What follows belongs to an exercise in optimizing a design on an open flow for small area, a short achievable clock period and few clock cycles per item; a production flow would make more cautious choices.
Where RTL was checked, it was by simulation tests only, not by an equivalence proof against the original.

// fnv_lane_mix
module fnv_lane_mix #(
  parameter int             LANES     = 4,
  parameter int             W         = 32,
  parameter logic [W-1:0]   FNV_PRIME = 32'h01000193
) (
  input  logic               clk,
  input  logic               rst,
  input  logic               in_valid,
  output logic               in_ready,
  input  logic [1:0]         mode,
  input  logic [LANES*W-1:0] a,
  input  logic [LANES*W-1:0] b,
  output logic               out_valid,
  input  logic               out_ready,
  output logic [LANES*W-1:0] c,
  output logic [W-1:0]       digest,
  output logic               out_err
);
Settings: LEC_CHECK=0, ABC_AREA=1, CAP_MARGIN=20, CORE_MARGIN=2, CORE_UTILIZATION=40, SETUP_SLACK_MARGIN=1.2, SLEW_MARGIN=20; clock period 7.0 ns.
standard.sh (not shown) runs the stock make flow with config.mk's settings and CLKGATE_MAP_FILE= SYNTH_SCRIPT=/design/flow/synth_recipe.tcl, a recipe that flattens the netlist after the stock synthesis.
==> flow/flow/run.sh <==
#!/bin/bash
# Standard layout, but the port buffers that placement inserts on every input and
# output are the smallest buffer (buf_1); timing repair resizes them where needed.
set -euo pipefail
bash standard.sh BUFFER_PORTS_ARGS="-buffer_cell sky130_fd_sc_hd__buf_1" finish > flow_standard.log 2>&1
The starting point produced a clean layout.
Then changed:
==> flow/run.sh (new file) <==
#!/bin/bash
# synth_recipe.tcl (not shown) runs the flow's synth.tcl, then flattens the netlist and writes it again
# the make line also repeats each setting of config.mk as NAME=value (left out here)
make -C /OpenROAD-flow-scripts/flow DESIGN_CONFIG=/design/flow/config.mk WORK_HOME=/design/flow/orfs CLKGATE_MAP_FILE= SYNTH_SCRIPT=/design/flow/synth_recipe.tcl finish
ABC_AREA = not set   (was 1)
removed: flow/flow/run.sh
removed: flow/standard.sh
Result:
- fmax went down by about 0.4%
- die area is lower by 4.4%
- worst setup slack gets worse by 22 ps
- cell area came out higher by about 3%
- clock-buffer cell count increases by 5
- hold slack degrades by 8.4 ps
Then changed:
==> flow/flow/run.sh (new file) <==
#!/bin/bash
# Standard layout, but the port buffers that placement inserts on every input and
# output are the smallest buffer (buf_1); timing repair resizes them where needed.
set -euo pipefail
bash standard.sh BUFFER_PORTS_ARGS="-buffer_cell sky130_fd_sc_hd__buf_1" finish > flow_standard.log 2>&1
==> flow/standard.sh (new file) <==
#!/bin/bash
# synth_recipe.tcl (not shown) runs the flow's synth.tcl, then flattens the netlist and writes it again
# the make line also repeats each setting of config.mk as NAME=value (left out here)
make -C /OpenROAD-flow-scripts/flow DESIGN_CONFIG=/design/flow/config.mk WORK_HOME=/design/flow/orfs CLKGATE_MAP_FILE= SYNTH_SCRIPT=/design/flow/synth_recipe.tcl "${@:-finish}"
CORE_UTILIZATION = 65   (was 40)
CTS_BUF_LIST = sky130_fd_sc_hd__clkbuf_8   (was not set)
removed: flow/run.sh
The changed run completed with no timing, DRC or antenna violations.
Setup slack loses 84 ps.
Routed wire length shrinks by about 11%.
Cell area shrinks by about 9%.
Final cell count shrinks by 9.9%.
Global-route usage grows by 11 points.
First-iteration DRC count grows by 25%.
Synthesized cell count does not change.
Flip-flop and latch count is unchanged.
Maximum frequency shrinks by 1.5%.
Then changed:
==> flow/run.sh (new file) <==
#!/bin/bash
# synth_recipe.tcl (not shown) runs the flow's synth.tcl, then flattens the netlist and writes it again
# the make line also repeats each setting of config.mk as NAME=value (left out here)
make -C /OpenROAD-flow-scripts/flow DESIGN_CONFIG=/design/flow/config.mk WORK_HOME=/design/flow/orfs CLKGATE_MAP_FILE= SYNTH_SCRIPT=/design/flow/synth_recipe.tcl finish
CORE_UTILIZATION = 40   (was 65)
CTS_CLUSTER_SIZE = 40   (was not set)
removed: flow/flow/run.sh
removed: flow/standard.sh
=> Register-to-register slack is worse by 30 ps. Clock-buffer cell count goes up by 8. Design area goes up by 9.2%. Worst setup slack is better by 93 ps. Worst hold slack barely changes. Synthesized area stays the same. Wire length goes up by 13%.
Then changed:
==> flow/flow/run.sh (new file) <==
#!/bin/bash
# Standard layout, but the port buffers that placement inserts on every input and
# output are the smallest buffer (buf_1); timing repair resizes them where needed.
set -euo pipefail
bash standard.sh BUFFER_PORTS_ARGS="-buffer_cell sky130_fd_sc_hd__buf_1" finish > flow_standard.log 2>&1
==> flow/standard.sh (new file) <==
#!/bin/bash
# synth_recipe.tcl (not shown) runs the flow's synth.tcl, then flattens the netlist and writes it again
# the make line also repeats each setting of config.mk as NAME=value (left out here)
make -C /OpenROAD-flow-scripts/flow DESIGN_CONFIG=/design/flow/config.mk WORK_HOME=/design/flow/orfs CLKGATE_MAP_FILE= SYNTH_SCRIPT=/design/flow/synth_recipe.tcl "${@:-finish}"
CORE_UTILIZATION = 65   (was 40)
CTS_CLUSTER_SIZE = not set   (was 40)
SETUP_SLACK_MARGIN = 0.8   (was 1.2)
removed: flow/run.sh
Effect: Worst setup slack gets worse by 330 ps; cell area decreases by 9.0%; die area decreases by 38%; utilization increases by 24 points; fmax decreases by 5.5%; non-clock buffer count decreases by 9; critical path depth increases by 4.
Then changed:
CORE_UTILIZATION = 40   (was 65)
CTS_BUF_LIST = not set   (was sky130_fd_sc_hd__clkbuf_8)
SETUP_SLACK_MARGIN = 1.2   (was 0.8)
What happened: Synthesized area is unchanged; routed wire length rises by a few percent; setup slack improves by 310 ps.
No run of this note included a check of the RTL's function; only the layout flow was run.

* * *

run 1:
fnv_lane_mix, a different RTL version from the one above (not shown whole).
Size in the first run: roughly 2800 cells after synthesis, roughly 430 I/O pins.
export LEC_CHECK = 0
export ABC_CLOCK_PERIOD_IN_PS = 4500
export CAP_MARGIN = 20
export CORE_MARGIN = 2
export CORE_UTILIZATION = 40
export SLEW_MARGIN = 20
create_clock -name core_clock -period 7.0 [get_ports {clk}]
run.sh (not shown) runs the stock make flow with config.mk's settings and CLKGATE_MAP_FILE= SYNTH_SCRIPT=/design/flow/synth_recipe.tcl, a recipe that flattens the netlist after the stock synthesis.
Stock flow here: none of the scripts above is used.
Run 1: done, clean on timing, DRC and antenna
What run 2 does differently from run 1 at the input level:
Settings: SETUP_SLACK_MARGIN newly set to 2.5; ABC_CLOCK_PERIOD_IN_PS changed from 4500 to 4000.
==> run notes <==
- Run comparison: run 1 master of the slowest instance on the critical path xor2_1; run 2 master of the slowest instance on the critical path fa_1
- Compared to run 1, run 2 has met1 capacity usage during global routing 2.4 points higher.
- Buffer share of cell area: higher on run 2
- The number of stages on the worst setup path in run 2 was lower than what run 1 gave.
- Run 2 vs run 1: global routing usage on met2 up
- Compared with run 1, run 2 shows smallest hold slack higher by 4.2 ps.
diff inputs: run 2 => run 3
Settings: changing SETUP_SLACK_MARGIN from 2.5 to 1.2; removing ABC_CLOCK_PERIOD_IN_PS (formerly 4000).
==> comparison <==
The fraction of the cycle the final worst path needs of run 3 is higher than that of run 2.
Taking run 2 as the reference, in run 3 worst hold slack after final layout neither gained nor lost much.
Delta (run 3 minus run 2): overall routed net length fell by about 7%, global-route wire length before repair fell 6.7%.
Run 3 vs. run 2: first-iteration DRC count dropped about 8%; sum of buffers and inverters on the critical path barely changed.
No run of this note included a check of the RTL's function; only the layout flow was run.

* * *

Setup of job 101:
fnv_lane_mix with an RTL version that a note above also has.
Size in the first run: about 2700 cells after synthesis, about 490 flip-flops, about 430 I/O pins.
clock: 7.0 ns
lec_check: 0
cap_margin: 20
core_margin: 2
core_utilization: 40
cts_buf_list: sky130_fd_sc_hd__clkbuf_8
cts_cluster_size: 40
setup_slack_margin: 1.8
slew_margin: 20
standard.sh (not shown) runs the stock make flow with config.mk's settings and CLKGATE_MAP_FILE= SYNTH_SCRIPT=/design/flow/synth_recipe.tcl, a recipe that flattens the netlist after the stock synthesis.
==> flow/flow/run.sh <==
#!/bin/bash
# Standard layout, but the port buffers that placement inserts on every input and
# output are the smallest buffer (buf_1); timing repair resizes them where needed.
set -euo pipefail
bash standard.sh BUFFER_PORTS_ARGS="-buffer_cell sky130_fd_sc_hd__buf_1" finish > flow_standard.log 2>&1
In summary, job 101 completed successfully, with a layout that passed the timing, design-rule and antenna checks.
The inputs of job 102 differ from those of job 101 as listed below.
==> flow/run.sh (new file) <==
#!/bin/bash
# synth_recipe.tcl (not shown) runs the flow's synth.tcl, then flattens the netlist and writes it again
# the make line also repeats each setting of config.mk as NAME=value (left out here)
make -C /OpenROAD-flow-scripts/flow DESIGN_CONFIG=/design/flow/config.mk WORK_HOME=/design/flow/orfs CLKGATE_MAP_FILE= SYNTH_SCRIPT=/design/flow/synth_recipe.tcl finish
diff --git a/flow/config.mk b/flow/config.mk
--- a/flow/config.mk
+++ b/flow/config.mk
@@ -10,5 +10,3 @@
 export CORE_UTILIZATION = 40
-export CTS_BUF_LIST = sky130_fd_sc_hd__clkbuf_8
-export CTS_CLUSTER_SIZE = 40
-export SETUP_SLACK_MARGIN = 1.8
+export SETUP_SLACK_MARGIN = 1.6
 export SLEW_MARGIN = 20
removed: flow/flow/run.sh
removed: flow/standard.sh
[summary]
- Job 102 reports its worst setup path endpoint as r1_l0_q[26] while job 101 reports r1_l3_q[16].
- Setup slack (lower): job 102
- In the reports for job 101 and job 102, the larger final-layout clock buffer total belongs to job 101.
- The run showing the smaller sequential share of layout area is job 102.
- Comparing job 101 and job 102, the lower post-route minimum period was measured on job 101.
- Job 101 and job 102 ended up with nearly the same number of placed instances with taps included.
- Sort job 101 and job 102 by global-route usage over all layers asc -> top: job 101
- Between job 101 and job 102, the routed wire length is lower for job 101.
Function was not checked in any run of this note: the RTL went through the layout flow alone.

* * *

Another version of the RTL of fnv_lane_mix (not shown whole).
Size: ~2600 cells after synthesis, about 490 flip-flops, roughly 430 I/O pins, ~0.033 mm^2 of cells after synthesis.
==> flow/design.v (excerpt) <==
module fnv_lane_mix #(
  parameter int             LANES     = 4,
  parameter int             W         = 32,
  parameter logic [W-1:0]   FNV_PRIME = 32'h01000193
) (
  input  logic               clk,
  input  logic               rst,
  input  logic               in_valid,
  output logic               in_ready,
  input  logic [1:0]         mode,
  input  logic [LANES*W-1:0] a,
  input  logic [LANES*W-1:0] b,
  output logic               out_valid,
  input  logic               out_ready,
  output logic [LANES*W-1:0] c,
  output logic [W-1:0]       digest,
  output logic               out_err
);
  logic         adv;
  logic         v1_q, v2_q, v3_q;
  logic [1:0]   md1_q, md2_q, md3_q;
  logic         f1_q, f2_q;
  logic [W-1:0] r1_l0_q, r1_l3_q, r1_m1_q, r1_x1_q, r1_m2_q, r1_x2_q;
  logic [W-1:0] r2_l0_q, r2_l1_q, r2_l3_q, r2_m2_q, r2_x2_q;
  logic [W-1:0] r3_l0_q, r3_l1_q, r3_l3_q, r3_y2_q;
  logic [W-1:0] a0, a1, a2, a3, b0, b1, b2, b3;
  logic [W-1:0] bx0, bx1, bx2, bx3;
  logic [W-1:0] p0, p3, p1, p2;
  logic [W-1:0] y0, y3, m1, x1, m2, x2, y1, y2;
  logic         l2;
  assign adv      = !v3_q || out_ready;
  assign in_ready = adv;
  assign {a3, a2, a1, a0} = a;
  assign {b3, b2, b1, b0} = b;
  assign bx0 = mode[0] ? a0 ^ b0 : a0;
  assign bx1 = mode[0] ? a1 ^ b1 : a1;
  assign bx2 = mode[0] ? a2 ^ b2 : a2;
  assign bx3 = mode[0] ? a3 ^ b3 : a3;
  fnv_mulp u_mul0 (.x(bx0), .y(p0));
  ...
export LEC_CHECK = 0
export ABC_CLOCK_PERIOD_IN_PS = 2000
export CAP_MARGIN = 20
export CORE_MARGIN = 2
export CORE_UTILIZATION = 65
export CTS_BUF_LIST = sky130_fd_sc_hd__clkbuf_8
export SETUP_SLACK_MARGIN = 1.2
export SLEW_MARGIN = 20
create_clock -name core_clock -period 7.0 [get_ports {clk}]
==> flow/flow/run.sh <==
#!/bin/bash
# Standard layout, but the port buffers that placement inserts on every input and
# output are the smallest buffer (buf_1); timing repair resizes them where needed.
set -euo pipefail
bash standard.sh BUFFER_PORTS_ARGS="-buffer_cell sky130_fd_sc_hd__buf_1" finish > flow_standard.log 2>&1
Testbench counts at the start, summed over its fixed seeds: cycles 4,824, items 4,800.
Rerun with:
Settings changed: ABC_CLOCK_PERIOD_IN_PS 2000 to unset, SETUP_SLACK_MARGIN 1.2 to 1.6.
What happened: Non-clock buffer count shrinks by 3; sequential cell count stays the same; worst hold slack gets worse by 0.0072 ns; setup slack is better by 0.33 ns; final cell count stays flat; global-route usage drops by 0.35 points; clock-buffer cell count is unchanged; routed wire length shrinks slightly.
Rerun with:
Settings changed: SETUP_SLACK_MARGIN 1.6 to 1.7.
=>
- core utilization rose by 0.97 points
- worst setup slack gains 0.078 ns

-- port drivers added, routing unchanged --
In the flow no input, the clock included, has a driving cell. The finished layouts below were timed again as built, in two steps.
Step 1 (the two cells are an assumption about what drives the block):
set clk [get_ports {clk}]
set_driving_cell -lib_cell sky130_fd_sc_hd__clkbuf_16 $clk
set_driving_cell -lib_cell sky130_fd_sc_hd__buf_2 [delete_from_list [all_inputs] $clk]
Step 2, shift: input delay + t, output delay - t, t = (earliest + latest rising clock arrival at the registers) / 2. This alone moves slack from input paths to output paths.
Slacks: no drivers / after step 1 / after step 2; pairs: no drivers / after step 1.
run | t (ns) | setup slack, ns | worst setup path after step 2 | clock arrival spread, ns
the first run of note 1 | 0.693 | 1.398 / 1.442 / 0.749 | input to register | 0.035 / 0.034
the second run of note 1 | 0.681 | 1.376 / 1.408 / 0.726 | input to register | 0.033 / 0.033
the third run of note 1 | 0.730 | 1.292 / 1.307 / 0.576 | input to register | 0.027 / 0.027
the fourth run of note 1 | 0.736 | 1.386 / 1.416 / 0.679 | input to register | 0.037 / 0.037
the fifth run of note 1 | 0.742 | 1.056 / 1.097 / 0.356 | input to register | 0.051 / 0.051
the sixth run of note 1 | 0.675 | 1.370 / 1.405 / 0.730 | input to register | 0.023 / 0.024
run 1 | 0.657 | 0.920 / 0.954 / 0.296 | input to register | 0.027 / 0.027
run 2 | 0.668 | 1.449 / 1.477 / 0.809 | input to register | 0.029 / 0.030
run 3 | 0.656 | 1.334 / 1.367 / 0.711 | input to register | 0.017 / 0.018
job 101 | 0.762 | 1.606 / 1.604 / 0.841 | input to register | 0.039 / 0.039
job 102 | 0.689 | 1.483 / 1.470 / 0.781 | input to register | 0.037 / 0.038
the first run of note 4 | 0.719 | 1.336 / 1.336 / 0.659 | input to register | 0.046 / 0.046
the second run of note 4 | 0.743 | 1.667 / 1.583 / 0.840 | input to register | 0.036 / 0.036
the third run of note 4 | 0.731 | 1.745 / 1.587 / 0.856 | input to register | 0.034 / 0.034
After both steps setup and hold are still met in every run listed. The setup slack of the third run of note 4, which loses most, moves by -0.158 ns with the drivers and by -0.889 ns with both steps.
